What follows belongs to an exercise in optimizing a design on an open flow for small area, a short achievable clock period and few clock cycles per item; a production flow would make more cautious choices.
Where RTL was checked, it was by simulation tests only, not by an equivalence proof against the original.
For run 5, only the layout was checked, not whether the RTL still works.
Power and IR drop assume default switching activity.

$ cat flow/config.mk
export PLATFORM = sky130hd
export DESIGN_NAME = up_sampler
export DESIGN_NICKNAME = up_sampler
export VERILOG_FILES = /design/flow/design.v
export SDC_FILE = /design/flow/constraint.sdc
export NUM_CORES = 4
export LEC_CHECK = 0
export ABC_AREA = 1
export ABC_CLOCK_PERIOD_IN_PS = 2000
export CAP_MARGIN = 20
export CORE_MARGIN = 2
export CORE_UTILIZATION = 60
export CTS_CLUSTER_DIAMETER = 100
export CTS_CLUSTER_SIZE = 25
export PLACE_DENSITY = 0.75
export SETUP_SLACK_MARGIN = 2.7
export SLEW_MARGIN = 20
$ cat flow/constraint.sdc
create_clock -name core_clock -period 5.0 [get_ports {clk}]
set_input_delay 1.0000 -clock core_clock [delete_from_list [all_inputs] [get_ports {clk}]]
set_output_delay 1.0000 -clock core_clock [all_outputs]
set_load 0.01 [all_outputs]
$ cat flow/design.v
package up_sampler_pkg;
    localparam int unsigned DW_DEF = 8;
    localparam int unsigned TAP_D  = 25;
    localparam int unsigned STRIDE = TAP_D + 2;
endpackage
module up_line_buf #(
    parameter int unsigned N  = 400,
    parameter int unsigned D  = 25,
    parameter int unsigned DW = 8,
    parameter int unsigned K  = N / D,
    parameter int unsigned TW = (K > 1) ? $clog2(K) : 1
) (
    input  logic          clk,
    input  logic          we,
    input  logic [TW-1:0] wtap,
    input  logic [DW-1:0] wdata,
    input  logic [TW-1:0] rtap,
    output logic [DW-1:0] rdata
);
    logic [N-1:0][DW-1:0] r;
    logic [K-1:0][DW-1:0] tap_q;
    for (genvar i = 0; i < N; i++) begin : g_st
        if (i % D == 0) begin : g_tap
            always_ff @(posedge clk)
                r[i] <= (we && wtap == TW'(i / D)) ? wdata : r[(i + N - 1) % N];
        end else begin : g_pass
            always_ff @(posedge clk)
                r[i] <= r[i - 1];
        end
    end
    for (genvar j = 0; j < K; j++) begin : g_rt
        assign tap_q[j] = r[(j * D + N - 1) % N];
    end
    assign rdata = tap_q[rtap];
endmodule
module up_sampler #(
    parameter int unsigned IN_W = 400,
    parameter int unsigned IN_H = 300,
    parameter int unsigned DW   = up_sampler_pkg::DW_DEF
) (
    input  logic          clk,
    input  logic          rst,
    output logic          rd_en,
    input  logic          din_valid,
    input  logic [DW-1:0] din,
    output logic          dout_valid,
    input  logic          dout_ready,
    output logic [DW-1:0] dout,
    output logic          sof,
    output logic          eol,
    output logic          frame_done
);
    localparam int unsigned D   = up_sampler_pkg::TAP_D;
    localparam int unsigned K   = IN_W / D;
    localparam int unsigned TW  = $clog2(K);
    localparam int unsigned OW  = $clog2(D);
    localparam int unsigned CW  = $clog2(IN_W + 1);
    localparam int unsigned LW  = $clog2(IN_H);
    logic [TW-1:0] rj, wj;
    logic [OW-1:0] ro, wo;
    logic          ralign, walign;      
    logic [CW-1:0] rc;                  
    logic          rlast;               
    logic          rcopy;               
    logic [LW-1:0] rline;
    logic          rline_last;          
    logic          rsof;                
    logic [CW-1:0] wc;                  
    logic          wc_open;             
    logic          lead_pos, lead_neg;  
    logic          rd_ok, wr_ok;        
    logic rd_go, wr_go, t01, t10;
    logic [DW-1:0] ring_q;
    logic [DW+2:0] pq;
    logic          pv;
    logic [DW-1:0] iq0, iq1;
    logic [1:0]    icnt;
    logic          rd_en_q, req1;
    logic          hv, hph, heol, hlast;
    logic [DW-1:0] hd;
    logic          sof_q, eol_q, fd_q;
    logic take, adv;
    assign rd_go = ralign & ~pv & rd_ok;
    assign wr_go = walign & (icnt != 2'd0) & wr_ok;
    assign t01   = rd_go & rlast & ~rcopy;
    assign t10   = rd_go & rlast & rcopy;
    up_line_buf #(
        .N (IN_W),
        .D (D),
        .DW(DW),
        .K (K),
        .TW(TW)
    ) u_line_buf (
        .clk  (clk),
        .we   (wr_go),
        .wtap (wj),
        .wdata(iq0),
        .rtap (rj),
        .rdata(ring_q)
    );
    assign adv  = hv & dout_ready & ~hph;
    assign take = ~hv | (dout_ready & hph);
    logic lead_ge2, lead_lem2, pos_n, neg_n, rcopy_n, wc_open_n;
    assign lead_ge2  = {1'b0, wc} >= {1'b0, rc} + (CW+1)'(2);
    assign lead_lem2 = {1'b0, rc} >= {1'b0, wc} + (CW+1)'(2);
    always_comb begin
        if (t01) begin
            pos_n = 1'b0;
            neg_n = 1'b0;
        end else if (t10) begin
            pos_n = (wc != '0) | wr_go;
            neg_n = 1'b0;
        end else if (wr_go == rd_go) begin
            pos_n = lead_pos;
            neg_n = lead_neg;
        end else if (wr_go) begin
            pos_n = ~lead_neg;
            neg_n = lead_lem2;
        end else begin
            pos_n = lead_ge2;
            neg_n = ~lead_pos;
        end
        rcopy_n   = (rd_go & rlast) ? ~rcopy : rcopy;
        wc_open_n = t01 | (wr_go ? (wc != CW'(IN_W - 1)) : wc_open);
    end
    always_ff @(posedge clk) begin
        if (rst) begin
            rj <= '0; ro <= '0; ralign <= 1'b1;
            wj <= '0; wo <= '0; walign <= 1'b1;
            rc <= '0; rlast <= 1'b0; rcopy <= 1'b0;
            rline <= '0; rline_last <= 1'b0; rsof <= 1'b1;
            wc <= '0; wc_open <= 1'b1;
            lead_pos <= 1'b0; lead_neg <= 1'b0;
            rd_ok <= 1'b0; wr_ok <= 1'b1;
            pv <= 1'b0; icnt <= '0;
            rd_en_q <= 1'b0; req1 <= 1'b0; hd <= '0;
            hv <= 1'b0; hph <= 1'b0; heol <= 1'b0; hlast <= 1'b0;
            sof_q <= 1'b0; eol_q <= 1'b0; fd_q <= 1'b0;
        end else begin
            if (rd_go) begin
                rj <= rj - TW'(2);
                ro <= OW'(D - 1);
                ralign <= 1'b0;
            end else begin
                ralign <= (ro == OW'(D - 1));
                if (ro == OW'(D - 1)) begin
                    rj <= rj + TW'(1);
                    ro <= '0;
                end else begin
                    ro <= ro + OW'(1);
                end
            end
            if (rd_go) begin
                rc    <= rlast ? '0 : rc + CW'(1);
                rlast <= ~rlast & (rc == CW'(IN_W - 2));
                rsof  <= t10 & rline_last;
                if (t10) begin
                    rline      <= rline_last ? '0 : rline + LW'(1);
                    rline_last <= ~rline_last & (rline == LW'(IN_H - 2));
                end
            end
            rcopy <= rcopy_n;
            if (t01) begin
                wc <= '0;
                wj <= rj - TW'(2);
                wo <= OW'(D - 1);
                walign <= 1'b0;
            end else if (wr_go) begin
                wc <= wc + CW'(1);
                wj <= wj - TW'(2);
                wo <= OW'(D - 1);
                walign <= 1'b0;
            end else begin
                walign <= (wo == OW'(D - 1));
                if (wo == OW'(D - 1)) begin
                    wj <= wj + TW'(1);
                    wo <= '0;
                end else begin
                    wo <= wo + OW'(1);
                end
            end
            wc_open <= wc_open_n;
            lead_pos <= pos_n;
            lead_neg <= neg_n;
            rd_ok <= rcopy_n | pos_n;
            wr_ok <= rcopy_n ? neg_n : wc_open_n;
            pv <= rd_go | (pv & ~take);
            icnt <= icnt + (din_valid ? 2'd1 : 2'd0) - (wr_go ? 2'd1 : 2'd0);
            req1 <= rd_en_q;
            rd_en_q <= ({1'b0, icnt} + (req1 ? 3'd1 : 3'd0)
                        + (rd_en_q ? 3'd1 : 3'd0) - (wr_go ? 3'd1 : 3'd0)) < 3'd2;
            fd_q <= hv & dout_ready & hph & hlast;
            if (take) hd <= pq[DW-1:0];
            if (adv) begin
                hph   <= 1'b1;
                sof_q <= 1'b0;
                eol_q <= heol;
            end else if (take) begin
                hv    <= pv;
                hph   <= 1'b0;
                eol_q <= 1'b0;
                sof_q <= pq[DW+2];
                heol  <= pq[DW+1];
                hlast <= pq[DW];
            end
        end
    end
    always_ff @(posedge clk) begin
        if (rd_go) pq <= {rsof, rlast, rcopy & rlast & rline_last, ring_q};
        if (wr_go) begin
            iq0 <= (icnt == 2'd2) ? iq1 : din;
            if (icnt == 2'd2) iq1 <= din;
        end else if (icnt == 2'd0) begin
            iq0 <= din;
        end else if (icnt == 2'd1) begin
            iq1 <= din;
        end
    end
    assign rd_en      = rd_en_q;
    assign dout_valid = hv;
    assign dout       = hd;
    assign sof        = sof_q;
    assign eol        = eol_q;
    assign frame_done = fd_q;
endmodule
$ cat flow/run.sh
#!/bin/bash
# synth_recipe.tcl (not shown) runs the flow's synth.tcl, then flattens the netlist and writes it again
# the make line also repeats each setting of config.mk as NAME=value (left out here)
make -C /OpenROAD-flow-scripts/flow DESIGN_CONFIG=/design/flow/config.mk WORK_HOME=/design/flow/orfs CLKGATE_MAP_FILE= SYNTH_SCRIPT=/design/flow/synth_recipe.tcl finish
==> impl_metrics.json, run 1 <==
{
  "clk_pin_slew_ns": 0.10,
  "cts_buffers": 151,
  "antenna_found_initial": 14,
  "leakage_nw": 31.0,
  "critPathLaunchType": "register",
  "clock-root-buffer": "clkbuf_16",
  "end_kind": "primary output",
  "yosysMostFrequentCell": "dfxtp_1",
  "placed_area_um2": 73800,
  "max_cap_viol_count": 0,
  "syn2layout_area_growth_pct": 9.03,
  "grt_use_met2_pct": 27.1,
  "placementRows": 126,
  "yosys_warnings": 2,
  "synth_cell_types": 52,
  "layout.nets": 4517,
  "r2r_setup_slack_ns": 2.70,
  "viasPerCell": 4.57,
  "ant_nets": 0,
  "post-place-ws_ns": 2.08,
  "period_share_pct": 46.6,
  "syn_area_um2": 71900,
  "critical_path_class": "register to primary output",
  "clk_latency_ns": 0.77,
  "crit_buf_inv": 1,
  "power.internal_mw": 33.8,
  "yosys.area.top_type_share_pct": 91.2,
  "synth_ff_type": "dfxtp_1",
  "worstPathCellList": "buf_6",
  "worst_slack_ns": 2.67,
  "start_util_pct": 60.7,
  "worstPathMaxFanout": 2,
  "fin_tns_setup_ns": 0,
  "worstHoldPathCells": 0,
  "yosysTopAreaCell": "dfxtp_1",
  "synthArstFlopShare_pct": 0,
  "p_per_area_nw_per_um2": 543,
  "dp_hpwl_um": 62400,
  "port_buffers": 24,
  "met3_usage_pct": 3.14,
  "crit_arrival_ns": 1.33,
  "slew_headroom_pct": 38.5,
  "rsz0062_at_grt": "yes",
  "drive_gt1_share_pct": 6.89,
  "fin_area_um2": 78400,
  "ir_drop_uv": 425,
  "cts_tree": "yes",
  "grt_pass1_vias": 28100,
  "worstPathRequired_ns": 4.00,
  "syn_avg_cell_area_um2": 16.7,
  "overflow": 0,
  "cp_slowest_stage_delay_ns": 0.42,
  "die_h_um": 350,
  "wl_um": 108000,
  "cts_hold_buf": 0,
  "htree_levels": 4,
  "fp.dieArea_um2": 123000,
  "seq_power_share_pct": 66.3,
  "hp-start": "u_line_buf.r[2917]",
  "coreArea_um2": 118000,
  "fin_util_pct": 66.2,
  "reg2reg_depth": 4,
  "die_w_um": 350,
  "syn_nets": 4365,
  "track_usage_pct": 17.6,
  "tightest_slew_ns": 0.922,
  "routed-via-count": 27800,
  "firstDrtPassIters": 6,
  "power.share.combinational_pct": 2.9,
  "ys_ff_latch": 3303,
  "drt_iter0_markers": 2063,
  "slew_violations": 0,
  "grt_pass1_wl_um": 161000,
  "path_delay_family": "flip-flops",
  "cpMaxStageDelayCell": "dfxtp_4",
  "worstHoldEndpoint": "u_line_buf.r[2925]",
  "power_switching_mw": 8.83,
  "synth_area_leaders": "dfxtp_1, o21ai_0, nand2_1",
  "min_period_ns": 2.33,
  "cts.sink_count": 3303,
  "r2r-start": "wj[1]",
  "sw_frac_of_total_pct": 20.7,
  "status": "timing/DRC/antenna clean",
  "synth_edf_count": 27,
  "hold_class": "register to register",
  "crit-reg2reg-capture": "u_line_buf.r[1605]",
  "fmax_mhz": 429,
  "grt.met1_usage_pct": 25.7,
  "setup_viol": 0,
  "synthTopCellsByCount": "dfxtp_1, nand2_1, o21ai_0, nor2_1, inv_1",
  "ctsLongestPathBuffers": 3,
  "grt-busiest-layer": "met2",
  "yosysSeqAreaShare_pct": 92.4,
  "finalHoldViolCount": 0,
  "drc": 0,
  "io_pins": 25,
  "gp_congestion": 0.786,
  "grt_max_degree": 58,
  "synthCells": 4308,
  "skew_ns": 0.0368,
  "clkPwrFrac_pct": 30.8,
  "routedWlPerCell_um": 17.6
}
what timing repair did:
item | 4_1_cts | 5_1_grt
pin swaps | 6 | 16
setup buffers | 10 | 17
endpoints found under the setup margin | 79 | 29
gates resized for setup | 100 | 36
cloned | 2 | 0
layout by cell type, fill, tap and decap left out, types with 13 or more instances in the layout:
| master | Yosys | routed |
|---|---|---|
| a21oi_1 | 42 | 41 |
| buf_4 | 4 | 35 |
| buf_6 | 9 | 13 |
| clkbuf_1 | 33 | 13 |
| clkbuf_16 | 0 | 155 |
| dfxtp_1 | 3276 | 3253 |
| edfxtp_1 | 27 | 27 |
| ha_1 | 44 | 39 |
| inv_1 | 87 | 83 |
| nand2_1 | 219 | 214 |
| nand3_1 | 28 | 27 |
| nor2_1 | 129 | 125 |
| nor3_1 | 15 | 14 |
| o21ai_0 | 202 | 200 |
| o21ai_1 | 28 | 30 |
| o221ai_1 | 24 | 24 |
| xor2_1 | 16 | 14 |
layer usage:
metal	vias up	part of all wire, %
met3	167	4.5
met4	2	2.3
met1	13400	49
met5	-	0.010
met2	528	44
li1	13800	-
power groups by stage:
stage / Sequential [mW] / Combinational, mW / Clock (mW)
final: 28.2 / 1.24 / 13.1
after global routing: 28.4 / 1.36 / 14.3
after CTS: 28.3 / 1.21 / 13.5
after detailed placement: 28.8 / 1.15 / 0
after global placement: 28.7 / 1.13 / 0
after floorplan: 28.6 / 0.778 / 0
registers in the layout, indices dropped and copies added (netlist names), 2 cells and up:
name,cells
iq1,8
u_line_buf.r,3200
iq0,8
rc,9
rj,4
ro,5
hd,8
wo,5
rline,9
wj,4
icnt,2
wc,9
pq,11
metrics by stage:
stage | hold slack [ns] | power (mW) | instances
6_report | 0.305 | 42.6 | 6092
3_5_place_dp | 0.312 | 30.0 | 5878
5_1_grt | 0.311 | 44.1 | 6086
2_1_floorplan | 0.310 | 29.3 | 4308
3_3_place_gp | 0.309 | 29.9 | 5878
4_1_cts | 0.300 | 42.9 | 6069
kinds of logic (layout without fill, tap and decap cells):
logic type / count (synthesis) / count (layout) / share of synthesized area (%)
buffers and inverters: 160 / 336 / 1.03
AND/OR/NAND/NOR: 438 / 440 / 2.85
adder cells (fa/ha/maj): 45 / 45 / 0.794
multiplexers: 8 / 8 / 0.125
other: 0 / 6 / 0
flip-flops: 3303 / 3303 / 92.4
XOR/XNOR: 23 / 23 / 0.306
AO/OA/AOI/OAI: 331 / 331 / 2.54
worst max-delay path by stage:
stage	start	cells past startpoint	slack [ns]	to
after floorplan	icnt[1]	11	2.81	rd_en_q
after global placement	rst	5	2.07	wo[2]
after detailed placement	rst	5	2.08	wo[2]
after CTS	hd[1]	1	2.56	dout[1]
after global routing	hd[1]	1	2.61	dout[1]
final	hd[0]	1	2.67	dout[0]
layout make-up:
class	count	area [µm²]
flip-flops and latches	3303	66500
fillers	7651	40000
multi-input cells	847	4910
clock buffers	168	3930
well taps	1600	2000
repair buffers	61	544
inverters	96	373
clock inverters	11	159
diodes	6	15.0
Testbench counts, summed over its fixed seeds: cycles 1,920,208, items 1,920,000.
==> inputs of run 2 (changes only) <==
==> flow/config.mk (replaced) <==
export PLATFORM = sky130hd
export DESIGN_NAME = up_sampler
export DESIGN_NICKNAME = up_sampler
export VERILOG_FILES = /design/flow/design.v
export SDC_FILE = /design/flow/constraint.sdc
export NUM_CORES = 4
export LEC_CHECK = 0
export ABC_CLOCK_PERIOD_IN_PS = 2000
export CAP_MARGIN = 20
export CORE_MARGIN = 2
export CORE_UTILIZATION = 70
export CTS_CLUSTER_DIAMETER = 100
export CTS_CLUSTER_SIZE = 20
export PLACE_DENSITY = 0.8
export SETUP_SLACK_MARGIN = 2.7
export SLEW_MARGIN = 20
==> impl_metrics.json, run 2 <==
{
  "critPathLaunchType": "register",
  "yosysTopAreaCell": "dfxtp_1",
  "synthArstFlopShare_pct": 0,
  "port_buffers": 24,
  "tightest_slew_ns": 1.08,
  "finalNonFillerCells": 5541,
  "reg_top3": "u_line_buf.r x3200, pq x11",
  "status": "timing/DRC/antenna clean",
  "wl_um": 123000,
  "worstPathMaxFanout": 2,
  "synthCells": 3945,
  "slew_headroom_pct": 27.7,
  "skew_ns": 0.0604,
  "routedWlPerCell_um": 22.2,
  "layout.nets": 4195,
  "synth_cell_types": 59,
  "routed-via-count": 27100,
  "drc": 0,
  "syn_area_um2": 71800,
  "final_common_cell": "dfxtp_1",
  "rsz0062_at_grt": "yes",
  "ctsLongestPathBuffers": 3,
  "r2r-start": "icnt[0]",
  "synthTopCellsByCount": "dfxtp_1, mux2_2, nand2_1, nor2_1, a21oi_1",
  "coreArea_um2": 102000,
  "end_kind": "primary output",
  "synth_edf_count": 27,
  "ir_drop_uv": 440,
  "worstHoldPathCells": 0,
  "setup_viol": 0,
  "fp.dieArea_um2": 105000,
  "antenna_found_initial": 31,
  "die_w_um": 324,
  "hold_class": "register to register",
  "finalHoldViolCount": 0,
  "max_cap_viol_count": 0,
  "fin_area_um2": 78900,
  "cts.sink_count": 3303,
  "placed_area_um2": 73500,
  "clock-root-buffer": "clkbuf_16",
  "crit_end": "dout[5]",
  "grt_pass1_vias": 29700,
  "dp_hpwl_um": 63300,
  "start_util_pct": 70.6,
  "leakage_nw": 31.5,
  "drt_iter0_markers": 1832,
  "grt_pass1_wl_um": 183000,
  "crit-reg2reg-capture": "rd_en_q",
  "syn_nets": 4002,
  "crit_arrival_ns": 1.34,
  "viasPerCell": 4.89,
  "regMostFlops": "u_line_buf.r",
  "dp.cells": 5297,
  "yosys.area.top_type_share_pct": 91.3,
  "worstPathCellList": "buf_6",
  "r2r_setup_slack_ns": 2.69,
  "cts_buffers": 183,
  "largest_reg_flops": 3200,
  "power_mw": 43.7,
  "fin_util_pct": 77.6,
  "slew_violations": 0,
  "reg2reg_depth": 9,
  "die_h_um": 324,
  "track_usage_pct": 23.8,
  "cts_hold_buf": 0,
  "final_cell_mix": "dfxtp_1, clkbuf_16, mux2_2",
  "crit_start": "hd[5]",
  "htree_levels": 4,
  "cp_slowest_stage_delay_ns": 0.42,
  "synth_ff_type": "dfxtp_1",
  "placementRows": 117,
  "syn_avg_cell_area_um2": 18.2,
  "firstDrtPassIters": 5,
  "ant_nets": 0,
  "drive_gt1_share_pct": 11.4,
  "grt_max_degree": 49,
  "cts_tree": "yes",
  "fin_tns_setup_ns": 0,
  "overflow": 0,
  "period_share_pct": 46.8,
  "clk_latency_ns": 0.84,
  "yosysSeqAreaShare_pct": 92.5,
  "p_per_area_nw_per_um2": 553,
  "crit_buf_inv": 1,
  "gp_congestion": 0.806,
  "critical_path_class": "register to primary output",
  "ys_ff_latch": 3303,
  "clk_pin_slew_ns": 0.11,
  "worstPathRequired_ns": 4.00,
  "cpMaxStageDelayCell": "dfxtp_4",
  "syn2layout_area_growth_pct": 9.90,
  "worst-path-stages": 1,
  "fmax_mhz": 427,
  "min_period_ns": 2.34,
  "yosys_warnings": 2,
  "synth_area_leaders": "dfxtp_1, mux2_2, edfxtp_1",
  "path_delay_family": "flip-flops",
  "yosysMostFrequentCell": "dfxtp_1",
  "io_pins": 25
}
## run 2: changes by cell type after synthesis, moves of 9 or more
| cell | previous run | this run |
|---|---|---|
| buf_2 | 15 | 6 |
| inv_1 | 87 | 25 |
| mux2_2 | 8 | 136 |
| mux4_1 | 0 | 19 |
| mux4_2 | 0 | 20 |
| nand2_1 | 219 | 58 |
| nand4_4 | 11 | 0 |
| nor2_1 | 129 | 53 |
| nor2_2 | 3 | 12 |
| o21ai_0 | 202 | 16 |
| o21ai_1 | 28 | 0 |
| o221ai_1 | 24 | 0 |
| or3_1 | 0 | 9 |
| xnor2_1 | 6 | 16 |
## run 2: kinds of logic after synthesis
| group | after synthesis | share of synthesized area, % |
|---|---|---|
| flops | 3303 | 92.5 |
| buf+inv | 71 | 0.495 |
| simple gates | 216 | 1.49 |
| compound gates | 96 | 0.810 |
| fa+ha+maj | 45 | 0.794 |
| mux | 178 | 3.52 |
| xor+xnor | 36 | 0.439 |
## run 2: timing repair
item,in CTS,in global routing
gates resized for setup,124,29
pin swaps,5,15
cloned,2,1
endpoints found under the hold margin,0,0
setup endpoints to repair,185,22
setup buffers,13,8
## run 2: worst min path at each step
| stage | from | end | slack (ns) |
|---|---|---|---|
| after floorplan | u_line_buf.r[1000] | u_line_buf.r[1008] | 0.31 |
| after global placement | u_line_buf.r[1825] | u_line_buf.r[1833] | 0.31 |
| after detailed placement | u_line_buf.r[1186] | u_line_buf.r[1194] | 0.31 |
| after CTS | u_line_buf.r[1772] | u_line_buf.r[1780] | 0.31 |
| after global routing | u_line_buf.r[2732] | u_line_buf.r[2740] | 0.28 |
| final | u_line_buf.r[2732] | u_line_buf.r[2740] | 0.27 |
## run 2: layout make-up
type	count	area, µm²
Fill cell	4888	22800
Clock buffer	204	4740
Timing Repair Buffer	48	432
Tap cell	1368	1710
Antenna cell	3	7.51
Clock inverter	13	226
Sequential cell	3303	66500
Inverter	28	123
Multi-Input combinational cell	572	5200
Timing Repair inverter	2	12.5
## run 2: metal layers
metal | track usage, % | vias up | share of wire (%)
li1 | - | 12900 | -
met1 | 30.4 | 13400 | 42
met2 | 40.6 | 632 | 50
met3 | 4.40 | 238 | 4.5
met4 | 9.08 | 6 | 3.3
met5 | 0 | - | 0.028
## run 2: per-stage QoR
stage                     setup slack [ns]  hold slack (ns)
final                                 2.66            0.270
after CTS                             2.63            0.306
after floorplan                       2.75            0.310
after detailed placement              2.08            0.312
after global routing                  2.63            0.280
after global placement                2.16            0.310
## run 2: where the power goes
group	internal (mW)	leakage [nW]	switching, mW
Clock	6.78	2.42	8.04
Combinational	0.295	2.41	0.401
Sequential	27.6	26.7	0.601
Total	34.6	31.5	9.04
==> inputs of run 3 (changes only) <==
--- a/flow/config.mk
+++ b/flow/config.mk
@@ -8,9 +8,9 @@
 export ABC_CLOCK_PERIOD_IN_PS = 2000
 export CAP_MARGIN = 20
 export CORE_MARGIN = 2
-export CORE_UTILIZATION = 70
-export CTS_CLUSTER_DIAMETER = 100
-export CTS_CLUSTER_SIZE = 20
-export PLACE_DENSITY = 0.8
+export CORE_UTILIZATION = 68
+export CTS_CLUSTER_DIAMETER = 60
+export CTS_CLUSTER_SIZE = 30
+export PLACE_DENSITY = 0.82
 export SETUP_SLACK_MARGIN = 2.7
 export SLEW_MARGIN = 20
==> impl_metrics.json, run 3 <==
{
  "ant_nets": 0,
  "dp.cells": 5320,
  "wl_um": 116000,
  "p_per_area_nw_per_um2": 536,
  "holdWs_ns": 0.320,
  "yosysTopAreaCell": "dfxtp_1",
  "syn_avg_cell_area_um2": 18.2,
  "layout.nets": 4143,
  "synth_area_leaders": "dfxtp_1, mux2_2, edfxtp_1",
  "antenna_found_initial": 24,
  "cpMaxStageDelayCell": "dfxtp_4",
  "fin_tns_setup_ns": 0,
  "port_buffers": 24,
  "overflow": 0,
  "crit_arrival_ns": 1.36,
  "fp.dieArea_um2": 108000,
  "end_kind": "primary output",
  "critPathLaunchType": "register",
  "worst-path-stages": 1,
  "yosysSeqAreaShare_pct": 92.5,
  "firstDrtPassIters": 5,
  "final_common_cell": "dfxtp_1",
  "clk_latency_ns": 0.79,
  "cp_slowest_stage_delay_ns": 0.43,
  "slew_violations": 0,
  "io_pins": 25,
  "worstPathRequired_ns": 4.00,
  "routed-via-count": 26300,
  "finalHoldViolCount": 0,
  "drive_gt1_share_pct": 10.3,
  "fill_cells": 5468,
  "yosys.area.top_type_share_pct": 91.3,
  "synth_ff_type": "dfxtp_1",
  "htree_levels": 4,
  "placementRows": 119,
  "setup_viol": 0,
  "grt_pass1_wl_um": 172000,
  "largest_reg_flops": 3200,
  "regMostFlops": "u_line_buf.r",
  "fin_util_pct": 74.1,
  "synthTopCellsByCount": "dfxtp_1, mux2_2, nand2_1, nor2_1, a21oi_1",
  "track_usage_pct": 21.8,
  "drc": 0,
  "fmax_mhz": 424,
  "die_w_um": 329,
  "leakage_nw": 31.0,
  "slew_headroom_pct": 27.6,
  "clock-root-buffer": "clkbuf_16",
  "yosys_warnings": 2,
  "grt_pass1_vias": 27900,
  "cts_buffers": 133,
  "syn_nets": 4002,
  "synthArstFlopShare_pct": 0,
  "r2r_setup_slack_ns": 2.76,
  "viasPerCell": 4.76,
  "routedWlPerCell_um": 21.0,
  "dp_hpwl_um": 64200,
  "reg2reg_depth": 9,
  "syn2layout_area_growth_pct": 8.36,
  "ctsLongestPathBuffers": 3,
  "path_delay_family": "flip-flops",
  "grt_max_degree": 49,
  "cts_hold_buf": 0,
  "status": "timing/DRC/antenna clean",
  "min_period_ns": 2.36,
  "worstPathMaxFanout": 2,
  "coreArea_um2": 105000,
  "syn_area_um2": 71800,
  "hold_class": "register to register",
  "drt_iter0_markers": 1751,
  "cts_tree": "yes",
  "synth_cell_types": 59,
  "crit_start": "hd[5]",
  "synthCells": 3945,
  "ir_drop_uv": 460,
  "clk_pin_slew_ns": 0.12,
  "r2r-start": "icnt[0]",
  "synth_edf_count": 27,
  "tightest_slew_ns": 1.09,
  "critical_path_class": "register to primary output",
  "reg_top3": "u_line_buf.r x3200, pq x11",
  "post-place-ws_ns": 2.09,
  "ys_ff_latch": 3303,
  "worst_slack_ns": 2.64,
  "start_util_pct": 68.4,
  "skew_ns": 0.0277,
  "worstPathCellList": "buf_6",
  "max_cap_viol_count": 0,
  "crit_buf_inv": 1,
  "gp_congestion": 0.774,
  "final_cell_mix": "dfxtp_1, mux2_2, clkbuf_16",
  "rsz0062_at_grt": "yes",
  "die_h_um": 329,
  "crit-reg2reg-capture": "rd_en_q",
  "period_share_pct": 47.2,
  "yosysMostFrequentCell": "dfxtp_1",
  "finalNonFillerCells": 5525,
  "cts.sink_count": 3303,
  "crit_end": "dout[5]"
}
[run 3: cell counts after synthesis]
Identical to the previous run, type by type.
[run 3: how the worst min path moves through the flow]
stage | depth (start not counted) | end | slack [ns] | start
final | 0 | u_line_buf.r[1229] | 0.32 | u_line_buf.r[1221]
after global routing | 0 | u_line_buf.r[1095] | 0.32 | u_line_buf.r[1087]
after CTS | 0 | u_line_buf.r[1152] | 0.32 | u_line_buf.r[1144]
after detailed placement | 0 | u_line_buf.r[2850] | 0.31 | u_line_buf.r[2842]
after global placement | 0 | u_line_buf.r[113] | 0.31 | u_line_buf.r[105]
after floorplan | 0 | u_line_buf.r[1008] | 0.31 | u_line_buf.r[1000]
[run 3: power by group]
group	switching, mW	total [mW]	internal (mW)
Sequential	0.596	28.2	27.6
Clock	7.73	12.9	5.18
Combinational	0.332	0.596	0.264
Total	8.66	41.7	33.0
[run 3: area by class of cell]
class	instances	area [µm²]	share of cell area, %
clock inverter	31	468	0.601
multi-input combinational	572	5130	6.59
timing repair buffer	46	453	0.582
timing repair inverter	2	13.8	0.0177
clock buffer	147	3430	4.41
tap	1391	1740	2.24
inverter	28	123	0.158
sequential	3303	66500	85.4
antenna	5	12.5	0.0161
[run 3: logic make-up after synthesis]
family / count (synthesis) / synth area share [%]
AO/OA/AOI/OAI: 96 / 0.810
flip-flops: 3303 / 92.5
adder cells (fa/ha/maj): 45 / 0.794
multiplexers: 178 / 3.52
buffers and inverters: 71 / 0.495
XOR/XNOR: 36 / 0.439
AND/OR/NAND/NOR: 216 / 1.49
[run 3: layer usage]
metal	share of wire (%)	wire [µm]	GRT usage, %
met2	49	57100	37.0
met3	3.9	4550	3.60
met5	0	0	0
met1	44	51200	29.0
met4	2.6	2960	6.91
[run 3: metrics by stage]
| stage | power [mW] | instance area, µm² |
|---|---|---|
| 3_5_place_dp | 29.2 | 73600 |
| 5_1_grt | 42.9 | 77800 |
| 3_3_place_gp | 29.1 | 73600 |
| 4_1_cts | 41.9 | 77700 |
| 2_1_floorplan | 28.8 | 71800 |
| 6_report | 41.7 | 77800 |
[run 3: repair_timing]
| item | CTS | global route |
|---|---|---|
| pin swaps | 3 | 7 |
| endpoints found under the setup margin | 184 | 20 |
| gates cloned | 2 | 1 |
| resized for setup | 109 | 15 |
| setup buffers | 9 | 10 |
==> inputs of run 4 (changes only) <==
--- a/flow/config.mk
+++ b/flow/config.mk
@@ -8,9 +8,9 @@
 export ABC_CLOCK_PERIOD_IN_PS = 2000
 export CAP_MARGIN = 20
 export CORE_MARGIN = 2
-export CORE_UTILIZATION = 68
+export CORE_UTILIZATION = 60
 export CTS_CLUSTER_DIAMETER = 60
 export CTS_CLUSTER_SIZE = 30
-export PLACE_DENSITY = 0.82
+export PLACE_DENSITY = 0.75
 export SETUP_SLACK_MARGIN = 2.7
 export SLEW_MARGIN = 20
==> impl_metrics.json, run 4 <==
{
  "firstDrtPassIters": 4,
  "ys_ff_latch": 3303,
  "yosysMostFrequentCell": "dfxtp_1",
  "overflow": 0,
  "htree_levels": 4,
  "yosys.area.top_type_share_pct": 91.3,
  "clk_pin_slew_ns": 0.10,
  "antenna_found_initial": 10,
  "yosysTopAreaCell": "dfxtp_1",
  "grt_pass1_wl_um": 147000,
  "ant_nets": 0,
  "crit_buf_inv": 1,
  "cts.sink_count": 3303,
  "cts_hold_buf": 0,
  "grt_pass1_vias": 25900,
  "yosysSeqAreaShare_pct": 92.5,
  "die_h_um": 350,
  "yosys.area_share.simple_pct": 1.49,
  "synthCells": 3945,
  "cpMaxStageDelayCell": "dfxtp_4",
  "viasPerCell": 4.48,
  "largest_reg_flops": 3200,
  "worstPathMaxFanout": 2,
  "status": "timing/DRC/antenna clean",
  "routedLengthMet1_um": 48800,
  "slew_violations": 0,
  "hold_class": "register to register",
  "syn_nets": 4002,
  "syn2layout_area_growth_pct": 8.87,
  "synth_top_family_by_area": "multiplexers",
  "synthArstFlopShare_pct": 0,
  "reg_top3": "u_line_buf.r x3200, pq x11",
  "finalHoldViolCount": 0,
  "setup_viol": 0,
  "synth_fa_ha_area_share_pct": 0.794,
  "top_layer": "met5",
  "path_delay_family": "flip-flops",
  "slew_headroom_pct": 37.0,
  "drc": 0,
  "synthTopCellsByCount": "dfxtp_1, mux2_2, nand2_1, nor2_1, a21oi_1",
  "track_usage_pct": 16.1,
  "wl_met3_um": 3620,
  "cts_tree": "yes",
  "placementRows": 126,
  "routedWlPerCell_um": 17.0,
  "die_w_um": 350,
  "clock-root-buffer": "clkbuf_16",
  "final_common_cell": "dfxtp_1",
  "end_kind": "primary output",
  "skew_ns": 0.0385,
  "critical_path_class": "register to primary output",
  "worstPathCellList": "buf_6",
  "dp_hpwl_um": 56400,
  "synth_ff_type": "dfxtp_1",
  "syn_avg_cell_area_um2": 18.2,
  "drt_iter0_markers": 1441,
  "regMostFlops": "u_line_buf.r",
  "coreArea_um2": 118000,
  "fmax_mhz": 434,
  "synth_cell_types": 59,
  "routed-via-count": 25700,
  "cts_buffers": 136,
  "syn_area_um2": 71800,
  "crit_arrival_ns": 1.30,
  "synth_edf_count": 27,
  "ctsLongestPathBuffers": 3,
  "synth_area_leaders": "dfxtp_1, mux2_2, edfxtp_1",
  "synth-compound-area-share_pct": 0.810,
  "yosys_warnings": 2,
  "tightest_slew_ns": 0.944,
  "start_util_pct": 60.7,
  "wl_um": 97200,
  "rsz0062_at_grt": "yes",
  "cp_slowest_stage_delay_ns": 0.43,
  "drive_gt1_share_pct": 10.4,
  "synthMuxAreaShare_pct": 3.52,
  "io_pins": 25,
  "final_cell_mix": "dfxtp_1, clkbuf_16, mux2_2",
  "grt_max_degree": 38,
  "worstPathRequired_ns": 4.00,
  "port_buffers": 24,
  "fp.dieArea_um2": 122000,
  "p_per_area_nw_per_um2": 533,
  "critPathLaunchType": "register",
  "leakage_nw": 31.0,
  "ir_drop_uv": 365,
  "clk_latency_ns": 0.77,
  "dp.cells": 5529,
  "finalNonFillerCells": 5734,
  "fill_cells": 7587,
  "wl_met2_um": 42800,
  "max_cap_viol_count": 0,
  "period_share_pct": 46.0,
  "gp_congestion": 0.815,
  "synthXorXnorAreaFrac_pct": 0.439,
  "layout.nets": 4141,
  "fin_tns_setup_ns": 0,
  "min_period_ns": 2.30
}
-- run 4: cell counts after synthesis --
Identical to the previous run, type by type.
-- run 4: worst paths after layout --
check	from	to	slack [ns]	depth (start not counted)
worst max-delay path	hd[5]	dout[5]	2.70	1
worst min-delay path	u_line_buf.r[1374]	u_line_buf.r[1382]	0.29	0
worst max register to register	icnt[0]	rd_en_q	2.79	9
worst min register to register	u_line_buf.r[1374]	u_line_buf.r[1382]	0.29	0
-- run 4: through the flow --
step / total power [mW] / setup WS (ns) / hold WS [ns] / utilization, % / instance area [µm²]
2_1_floorplan: 28.8 / 2.75 / 0.310 / - / 71800
3_3_place_gp: 29.1 / 2.22 / 0.310 / 62.4 / 73800
3_5_place_dp: 29.2 / 2.19 / 0.312 / 62.4 / 73800
4_1_cts: 42.0 / 2.66 / 0.300 / 65.9 / 78000
5_1_grt: 43.0 / 2.67 / 0.307 / 66.0 / 78200
6_report: 41.7 / 2.70 / 0.294 / 66.0 / 78200
-- run 4: cell type report --
cell class	instances	area, µm²	area share [%]
Sequential cell	3303	66500	85.0
Multi-Input combinational cell	572	5140	6.58
Clock buffer	151	3570	4.56
Tap cell	1600	2000	2.56
Clock inverter	34	499	0.639
Timing Repair Buffer	41	369	0.472
Inverter	28	123	0.157
Timing Repair inverter	2	13.8	0.0176
Antenna cell	3	7.51	0.00960
-- run 4: report_power, final --
part           switching (mW)  leakage, nW  total, mW  internal, mW
registers               0.533         26.7       28.1          27.6
clock network            7.53         1.98       13.0          5.45
logic                   0.323         2.37      0.579         0.256
-- run 4: logic make-up (layout without fill, tap and decap cells) --
family                     Yosys count  count (layout)
adders and majority gates           45              45
and+or+nand+nor                    216             217
DFF                               3303            3303
buffers and inverters               71             256
other                                0               3
muxes                              178             178
AOI/OAI and AO/OA                   96              96
xor gates and xnor gates            36              36
-- run 4: layer usage --
layer / up-vias / GRT usage (%)
met2: 369 / 24.7
met3: 156 / 2.71
met1: 12400 / 23.5
met5: - / 0
met4: 2 / 4.90
li1: 12800 / -
-- run 4: repair_timing --
item                       CTS  global route
setup endpoints to repair  171            12
gates cloned                 2             1
pin swaps                    2             2
buffers inserted             3            11
resized for setup          108            22
==> inputs of run 5 (changes only) <==
--- a/flow/design.v
+++ b/flow/design.v
@@ -77,7 +77,7 @@
     logic [1:0]    icnt;
     logic          rd_en_q, req1;
     logic          hv, hph, heol, hlast;
-    logic [DW-1:0] hd;
+    logic [DW-1:0] hd, hcur;            
     logic          sof_q, eol_q, fd_q;
     logic take, adv;
     assign rd_go = ralign & ~pv & rd_ok;
@@ -190,7 +190,7 @@
             rd_en_q <= ({1'b0, icnt} + (req1 ? 3'd1 : 3'd0)
                         + (rd_en_q ? 3'd1 : 3'd0) - (wr_go ? 3'd1 : 3'd0)) < 3'd2;
             fd_q <= hv & dout_ready & hph & hlast;
-            if (take) hd <= pq[DW-1:0];
+            hd <= take ? pq[DW-1:0] : hcur;
             if (adv) begin
                 hph   <= 1'b1;
                 sof_q <= 1'b0;
@@ -206,6 +206,7 @@
         end
     end
     always_ff @(posedge clk) begin
+        if (take) hcur <= pq[DW-1:0];
         if (rd_go) pq <= {rsof, rlast, rcopy & rlast & rline_last, ring_q};
         if (wr_go) begin
             iq0 <= (icnt == 2'd2) ? iq1 : din;
==> impl_metrics.json, run 5 <==
{
  "status": "timing/DRC/antenna clean",
  "drc": 0,
  "final_cell_mix": "dfxtp_1, clkbuf_16, mux2_2",
  "gp_congestion": 0.778,
  "cts_tree": "yes",
  "overflow": 0,
  "cp_slowest_stage_delay_ns": 0.39,
  "p_per_area_nw_per_um2": 536,
  "final_common_cell": "dfxtp_1",
  "yosysSeqAreaShare_pct": 92.5,
  "grt_max_degree": 44,
  "synth_edf_count": 27,
  "clk_latency_ns": 0.75,
  "ctsLongestPathBuffers": 3,
  "setup_viol": 0,
  "largest_reg_flops": 3200,
  "wl_um": 98400,
  "antenna_found_initial": 18,
  "grt_pass1_vias": 25400,
  "path_delay_family": "flip-flops",
  "placementRows": 127,
  "yosys.area.top_type_share_pct": 91.4,
  "fin_area_um2": 78600,
  "finalHoldViolCount": 0,
  "die_h_um": 350,
  "clkPwrFrac_pct": 31.9,
  "io_pins": 25,
  "crit_start": "rd_en_q",
  "fmax_mhz": 438,
  "die_w_um": 350,
  "synthArstFlopShare_pct": 0,
  "routedWlPerCell_um": 17.1,
  "ys_ff_latch": 3311,
  "yosys.area_share.simple_pct": 1.45,
  "critical_path_class": "register to primary output",
  "synth-compound-area-share_pct": 0.661,
  "ir_drop_uv": 463,
  "crit_arrival_ns": 1.28,
  "hold_class": "register to register",
  "synthXorXnorAreaFrac_pct": 0.499,
  "synth_fa_ha_area_share_pct": 0.793,
  "cts_buffers": 140,
  "fin_tns_setup_ns": 0,
  "tightest_slew_ns": 0.954,
  "end_kind": "primary output",
  "firstDrtPassIters": 5,
  "leakage_nw": 31.2,
  "placed_area_um2": 74000,
  "synthTopCellsByCount": "dfxtp_1, mux2_2, nor2_1, ha_1",
  "finalNonFillerCells": 5751,
  "clock-root-buffer": "clkbuf_16",
  "min_period_ns": 2.28,
  "synth_top_family_by_area": "multiplexers",
  "drt_iter0_markers": 1429,
  "worstPathMaxFanout": 2,
  "synthMuxAreaShare_pct": 3.64,
  "htree_levels": 4,
  "synthCells": 3929,
  "yosysTopAreaCell": "dfxtp_1",
  "track_usage_pct": 16.3,
  "synth_ff_type": "dfxtp_1",
  "sw_frac_of_total_pct": 20.3,
  "cts_hold_buf": 0,
  "cpMaxStageDelayCell": "dfxtp_4",
  "regMostFlops": "u_line_buf.r",
  "power.share.combinational_pct": 1.3,
  "ant_nets": 0,
  "max_cap_viol_count": 0,
  "critPathLaunchType": "register",
  "drive_gt1_share_pct": 10.8,
  "crit_buf_inv": 1,
  "reg_top3": "u_line_buf.r x3200, pq x11",
  "power_switching_mw": 8.55,
  "synth_cell_types": 59,
  "dp_hpwl_um": 57400,
  "power.internal_mw": 33.6,
  "clk_pin_slew_ns": 0.10,
  "coreArea_um2": 119000,
  "syn_nets": 3986,
  "rsz0062_at_grt": "yes",
  "yosys_warnings": 2,
  "port_buffers": 24,
  "syn2layout_area_growth_pct": 9.16,
  "period_share_pct": 45.7,
  "cts.sink_count": 3311,
  "seq_power_share_pct": 66.8,
  "r2r-start": "rj[1]",
  "syn_area_um2": 72000,
  "slew_violations": 0,
  "hp-start": "u_line_buf.r[784]",
  "routed-via-count": 25400,
  "syn_avg_cell_area_um2": 18.3,
  "worstPathRequired_ns": 4.00,
  "yosysMostFrequentCell": "dfxtp_1",
  "worstPathCellList": "buf_6",
  "viasPerCell": 4.42,
  "fp.dieArea_um2": 123000,
  "grt_pass1_wl_um": 148000,
  "slew_headroom_pct": 36.4,
  "layout.nets": 4129,
  "synth_area_leaders": "dfxtp_1, mux2_2, edfxtp_1",
  "skew_ns": 0.0263,
  "start_util_pct": 60.2,
  "dp.cells": 5531
}
run 5: cell families (layout without fill, tap and decap cells):
| kind of cell | Yosys count | in the layout |
|---|---|---|
| simple gates | 200 | 200 |
| xor+xnor | 41 | 41 |
| other cells | 0 | 4 |
| compound gates | 78 | 78 |
| buf+inv | 68 | 274 |
| flops | 3311 | 3311 |
| mux | 186 | 186 |
| fa+ha+maj | 45 | 45 |
run 5: what timing repair did:
item / CTS / global route
pin swaps: 3 / 11
buffers inserted: 4 / 6
resized for setup: 90 / 26
setup endpoints to repair: 137 / 10
cloned: 0 / 1
run 5: per-layer routing:
| metal | wire length [µm] | track usage [%] | share of wire (%) | vias up |
|---|---|---|---|---|
| met5 | 0 | 0 | 0 | - |
| met4 | 2460 | 5.40 | 2.5 | 0 |
| met3 | 3660 | 3.08 | 3.7 | 165 |
| met2 | 43300 | 24.8 | 44 | 327 |
| met1 | 48900 | 23.6 | 50 | 12200 |
| li1 | - | - | - | 12700 |
run 5: per-stage QoR:
step | utilization (%) | setup WS (ns) | hold slack, ns | total power, mW
floorplan | - | 2.78 | 0.310 | 28.9
global placement | 61.9 | 2.09 | 0.309 | 29.2
detailed placement | 61.9 | 2.11 | 0.312 | 29.3
CTS | 65.6 | 2.63 | 0.307 | 42.5
global route | 65.7 | 2.66 | 0.304 | 43.6
finish | 65.7 | 2.72 | 0.302 | 42.1
run 5: layout make-up:
class / instances / area, µm²
flip-flops and latches: 3311 / 66600
fillers: 7802 / 40900
multi-input cells: 550 / 5160
clock buffers: 166 / 3820
well taps: 1612 / 2020
clock inverters: 39 / 515
repair buffers: 39 / 313
inverters: 29 / 114
diodes: 4 / 10.0
repair inverters: 1 / 5.00
run 5: worst paths after layout:
kind / to / slack (ns) / cells past startpoint
worst max-delay path: rd_en / 2.72 / 1
worst min-delay path: u_line_buf.r[792] / 0.30 / 0
worst max register to register: pq[4] / 2.76 / 3
worst min register to register: u_line_buf.r[792] / 0.30 / 0
run 5: power groups by stage:
stage	sequential [mW]	clock [mW]	combinational, mW
floorplan	28.4	0	0.414
global placement	28.7	0	0.523
detailed placement	28.7	0	0.526
CTS	28.2	13.8	0.543
global route	28.3	14.7	0.608
finish	28.2	13.4	0.553
==> inputs of run 6 (changes only) <==
--- a/flow/design.v
+++ b/flow/design.v
@@ -77,7 +77,7 @@
     logic [1:0]    icnt;
     logic          rd_en_q, req1;
     logic          hv, hph, heol, hlast;
-    logic [DW-1:0] hd, hcur;            
+    logic [DW-1:0] hd;
     logic          sof_q, eol_q, fd_q;
     logic take, adv;
     assign rd_go = ralign & ~pv & rd_ok;
@@ -190,7 +190,7 @@
             rd_en_q <= ({1'b0, icnt} + (req1 ? 3'd1 : 3'd0)
                         + (rd_en_q ? 3'd1 : 3'd0) - (wr_go ? 3'd1 : 3'd0)) < 3'd2;
             fd_q <= hv & dout_ready & hph & hlast;
-            hd <= take ? pq[DW-1:0] : hcur;
+            if (take) hd <= pq[DW-1:0];
             if (adv) begin
                 hph   <= 1'b1;
                 sof_q <= 1'b0;
@@ -206,7 +206,6 @@
         end
     end
     always_ff @(posedge clk) begin
-        if (take) hcur <= pq[DW-1:0];
         if (rd_go) pq <= {rsof, rlast, rcopy & rlast & rline_last, ring_q};
         if (wr_go) begin
             iq0 <= (icnt == 2'd2) ? iq1 : din;
==> flow/config.mk (replaced) <==
export PLATFORM = sky130hd
export DESIGN_NAME = up_sampler
export DESIGN_NICKNAME = up_sampler
export VERILOG_FILES = /design/flow/design.v
export SDC_FILE = /design/flow/constraint.sdc
export NUM_CORES = 4
export LEC_CHECK = 0
export ABC_CLOCK_PERIOD_IN_PS = 1500
export CAP_MARGIN = 20
export CORE_MARGIN = 2
export CORE_UTILIZATION = 60
export CTS_CLUSTER_DIAMETER = 60
export CTS_CLUSTER_SIZE = 30
export PLACE_DENSITY = 0.75
export SETUP_SLACK_MARGIN = 2.8
export SLEW_MARGIN = 20
==> impl_metrics.json, run 6 <==
{
  "status": "timing/DRC/antenna clean",
  "yosysMostFrequentCell": "dfxtp_1",
  "clk_pin_slew_ns": 0.10,
  "port_buffers": 24,
  "fill_cells": 7537,
  "ant_nets": 0,
  "cts_buffers": 138,
  "placementRows": 126,
  "syn_avg_cell_area_um2": 18.2,
  "yosys_warnings": 2,
  "crit_buf_inv": 1,
  "viasPerCell": 4.49,
  "yosysSeqAreaShare_pct": 92.5,
  "finalHoldViolCount": 0,
  "synthTopCellsByCount": "dfxtp_1, mux2_2, nand2_1, nor2_1, a21oi_1",
  "ctsLongestPathBuffers": 3,
  "worstPathCellList": "buf_6",
  "clk_latency_ns": 0.77,
  "drc": 0,
  "min_period_ns": 2.29,
  "syn_nets": 4002,
  "synthArstFlopShare_pct": 0,
  "leakage_nw": 31.2,
  "tightest_slew_ns": 1.05,
  "cpMaxStageDelayCell": "dfxtp_4",
  "clock-root-buffer": "clkbuf_16",
  "worstPathMaxFanout": 2,
  "dp_hpwl_um": 58600,
  "drive_gt1_share_pct": 11.2,
  "regMostFlops": "u_line_buf.r",
  "synth_edf_count": 27,
  "holdWs_ns": 0.299,
  "final_cell_mix": "dfxtp_1, clkbuf_16, mux2_2",
  "grt_pass1_wl_um": 148000,
  "die_w_um": 350,
  "skew_ns": 0.0267,
  "slew_headroom_pct": 29.7,
  "period_share_pct": 45.8,
  "io_pins": 25,
  "track_usage_pct": 16.4,
  "critical_path_class": "register to primary output",
  "htree_levels": 4,
  "seq_power_share_pct": 67.2,
  "synthCells": 3945,
  "reg_top3": "u_line_buf.r x3200, pq x11",
  "cts_tree": "yes",
  "yosysTopAreaCell": "dfxtp_1",
  "overflow": 0,
  "setup_viol": 0,
  "fmax_mhz": 437,
  "worstPathRequired_ns": 4.00,
  "drt_iter0_markers": 1480,
  "layout.nets": 4163,
  "p_per_area_nw_per_um2": 533,
  "largest_reg_flops": 3200,
  "crit_arrival_ns": 1.29,
  "hold_class": "register to register",
  "antenna_found_initial": 15,
  "sw_frac_of_total_pct": 20.3,
  "synth_area_leaders": "dfxtp_1, mux2_2, edfxtp_1",
  "synth_ff_type": "dfxtp_1",
  "yosys.area.top_type_share_pct": 91.3,
  "synth_cell_types": 59,
  "gp_congestion": 0.798,
  "firstDrtPassIters": 7,
  "grt_max_degree": 49,
  "final_common_cell": "dfxtp_1",
  "power_switching_mw": 8.51,
  "grt_pass1_vias": 25600,
  "routedWlPerCell_um": 17.3,
  "critPathLaunchType": "register",
  "worstHoldPathCells": 0,
  "end_kind": "primary output",
  "wl_um": 99600,
  "fin_tns_setup_ns": 0,
  "cp_slowest_stage_delay_ns": 0.40,
  "cts.sink_count": 3303,
  "slew_violations": 0,
  "syn_area_um2": 71800,
  "worst-path-stages": 1,
  "start_util_pct": 60.7,
  "syn2layout_area_growth_pct": 9.35,
  "power.share.combinational_pct": 1.5,
  "power.internal_mw": 33.4,
  "ys_ff_latch": 3303,
  "max_cap_viol_count": 0,
  "fp.dieArea_um2": 122000,
  "die_h_um": 350,
  "coreArea_um2": 118000,
  "rsz0062_at_grt": "yes",
  "path_delay_family": "flip-flops",
  "routed-via-count": 25900,
  "ir_drop_uv": 392,
  "clkPwrFrac_pct": 31.4,
  "reg2reg_depth": 8
}
[run 6: power groups by stage]
stage / logic [mW] / registers [mW] / clock network [mW]
detailed placement: 0.525 / 28.7 / 0
finish: 0.626 / 28.1 / 13.1
global route: 0.688 / 28.2 / 14.3
CTS: 0.578 / 28.2 / 13.4
floorplan: 0.434 / 28.4 / 0
global placement: 0.520 / 28.6 / 0
[run 6: timing repair]
| item | CTS | global route |
|---|---|---|
| hold buffers | 0 | 0 |
| endpoints found under the setup margin | 186 | 27 |
| gates resized for setup | 126 | 24 |
| buffers inserted | 17 | 18 |
| cloned | 2 | 1 |
| pin swaps | 5 | 13 |
[run 6: path summary, 6_finish.rpt]
path                           start            endpoint  slack [ns]
setup / recovery               eol_q                 eol        2.71
hold reg to reg   u_line_buf.r[1852]  u_line_buf.r[1860]        0.30
setup reg to reg             icnt[0]             rd_en_q        2.86
hold / removal    u_line_buf.r[1852]  u_line_buf.r[1860]        0.30
[run 6: per-layer routing]
layer	share of wire (%)	GRT usage [%]	wire, µm	vias up
met5	0.021	0	21	-
li1	-	-	-	12800
met3	4.2	3.28	4150	139
met4	2.1	5.15	2070	4
met2	44	25.1	43900	398
met1	50	23.7	49500	12500
[run 6: area by class of cell]
type / instances / area [µm²] / area share, %
sequential: 3303 / 66500 / 84.6
multi-input combinational: 572 / 5200 / 6.62
clock buffer: 155 / 3660 / 4.67
tap: 1600 / 2000 / 2.55
timing repair buffer: 61 / 562 / 0.715
clock inverter: 35 / 494 / 0.629
inverter: 28 / 123 / 0.156
timing repair inverter: 2 / 12.5 / 0.0159
antenna: 3 / 7.51 / 0.00956
[run 6: stage by stage]
step                worst slack [ns]  instance area [µm²]  total power, mW  utilization, %  instances
finish                          2.71                78500             41.9            66.3       5759
detailed placement              2.09                73800             29.2            62.3       5528
global route                    2.66                78500             43.2            66.3       5756
global placement                2.07                73800             29.2            62.3       5528
floorplan                       2.81                71800             28.8               -       3945
CTS                             2.66                78300             42.2            66.1       5737
[run 6: cell families (layout without fill, tap and decap cells)]
logic type | after synthesis | after routing | synth area share, %
AO/OA/AOI/OAI | 96 | 96 | 0.810
XOR/XNOR | 36 | 36 | 0.439
adder cells (fa/ha/maj) | 45 | 45 | 0.794
buffers and inverters | 71 | 281 | 0.495
flip-flops | 3303 | 3303 | 92.5
multiplexers | 178 | 178 | 3.52
other | 0 | 3 | 0
AND/OR/NAND/NOR | 216 | 217 | 1.49
Testbench counts of run 6, summed over its fixed seeds: cycles 1,920,208, items 1,920,000.

## separate check: timing with driven ports
The flow's constraints put no driver on any port. The routed layouts listed below were extracted and timed again, unchanged, in two steps. Step 1 assumes that a clkbuf_16 drives the clock port and a buf_2 every other input. Step 2 moves the port delays by t, midway between the first and last clock arrival at a register: inputs arrive t later, outputs are due t later. That takes back most of the time a late clock gives input paths. Three values: no drivers, after step 1, after step 2; two values: the first two.
run | shift t [ns] | slack for setup (ns) | hold slack, ns | worst setup path after step 2 | worst register clock-pin slew, ns
run 1 | 0.826 | 2.668 / 2.591 / 2.335 | 0.305 / 0.305 / 0.305 | input to register | 0.10 / 0.10
run 2 | 0.876 | 2.660 / 2.587 / 2.162 | 0.270 / 0.270 / 0.270 | input to register | 0.11 / 0.11
run 3 | 0.842 | 2.640 / 2.567 / 2.385 | 0.320 / 0.320 / 0.320 | input to register | 0.12 / 0.12
run 4 | 0.817 | 2.698 / 2.627 / 2.439 | 0.294 / 0.294 / 0.294 | input to register | 0.11 / 0.11
run 5 | 0.820 | 2.717 / 2.647 / 2.313 | 0.302 / 0.302 / 0.302 | input to register | 0.11 / 0.11
run 6 | 0.835 | 2.711 / 2.639 / 2.274 | 0.299 / 0.299 / 0.299 | input to register | 0.11 / 0.11
After both steps setup and hold are still met in every run listed. The setup slack of run 2, which loses most, moves by -0.073 ns with the drivers and by -0.498 ns with both steps.
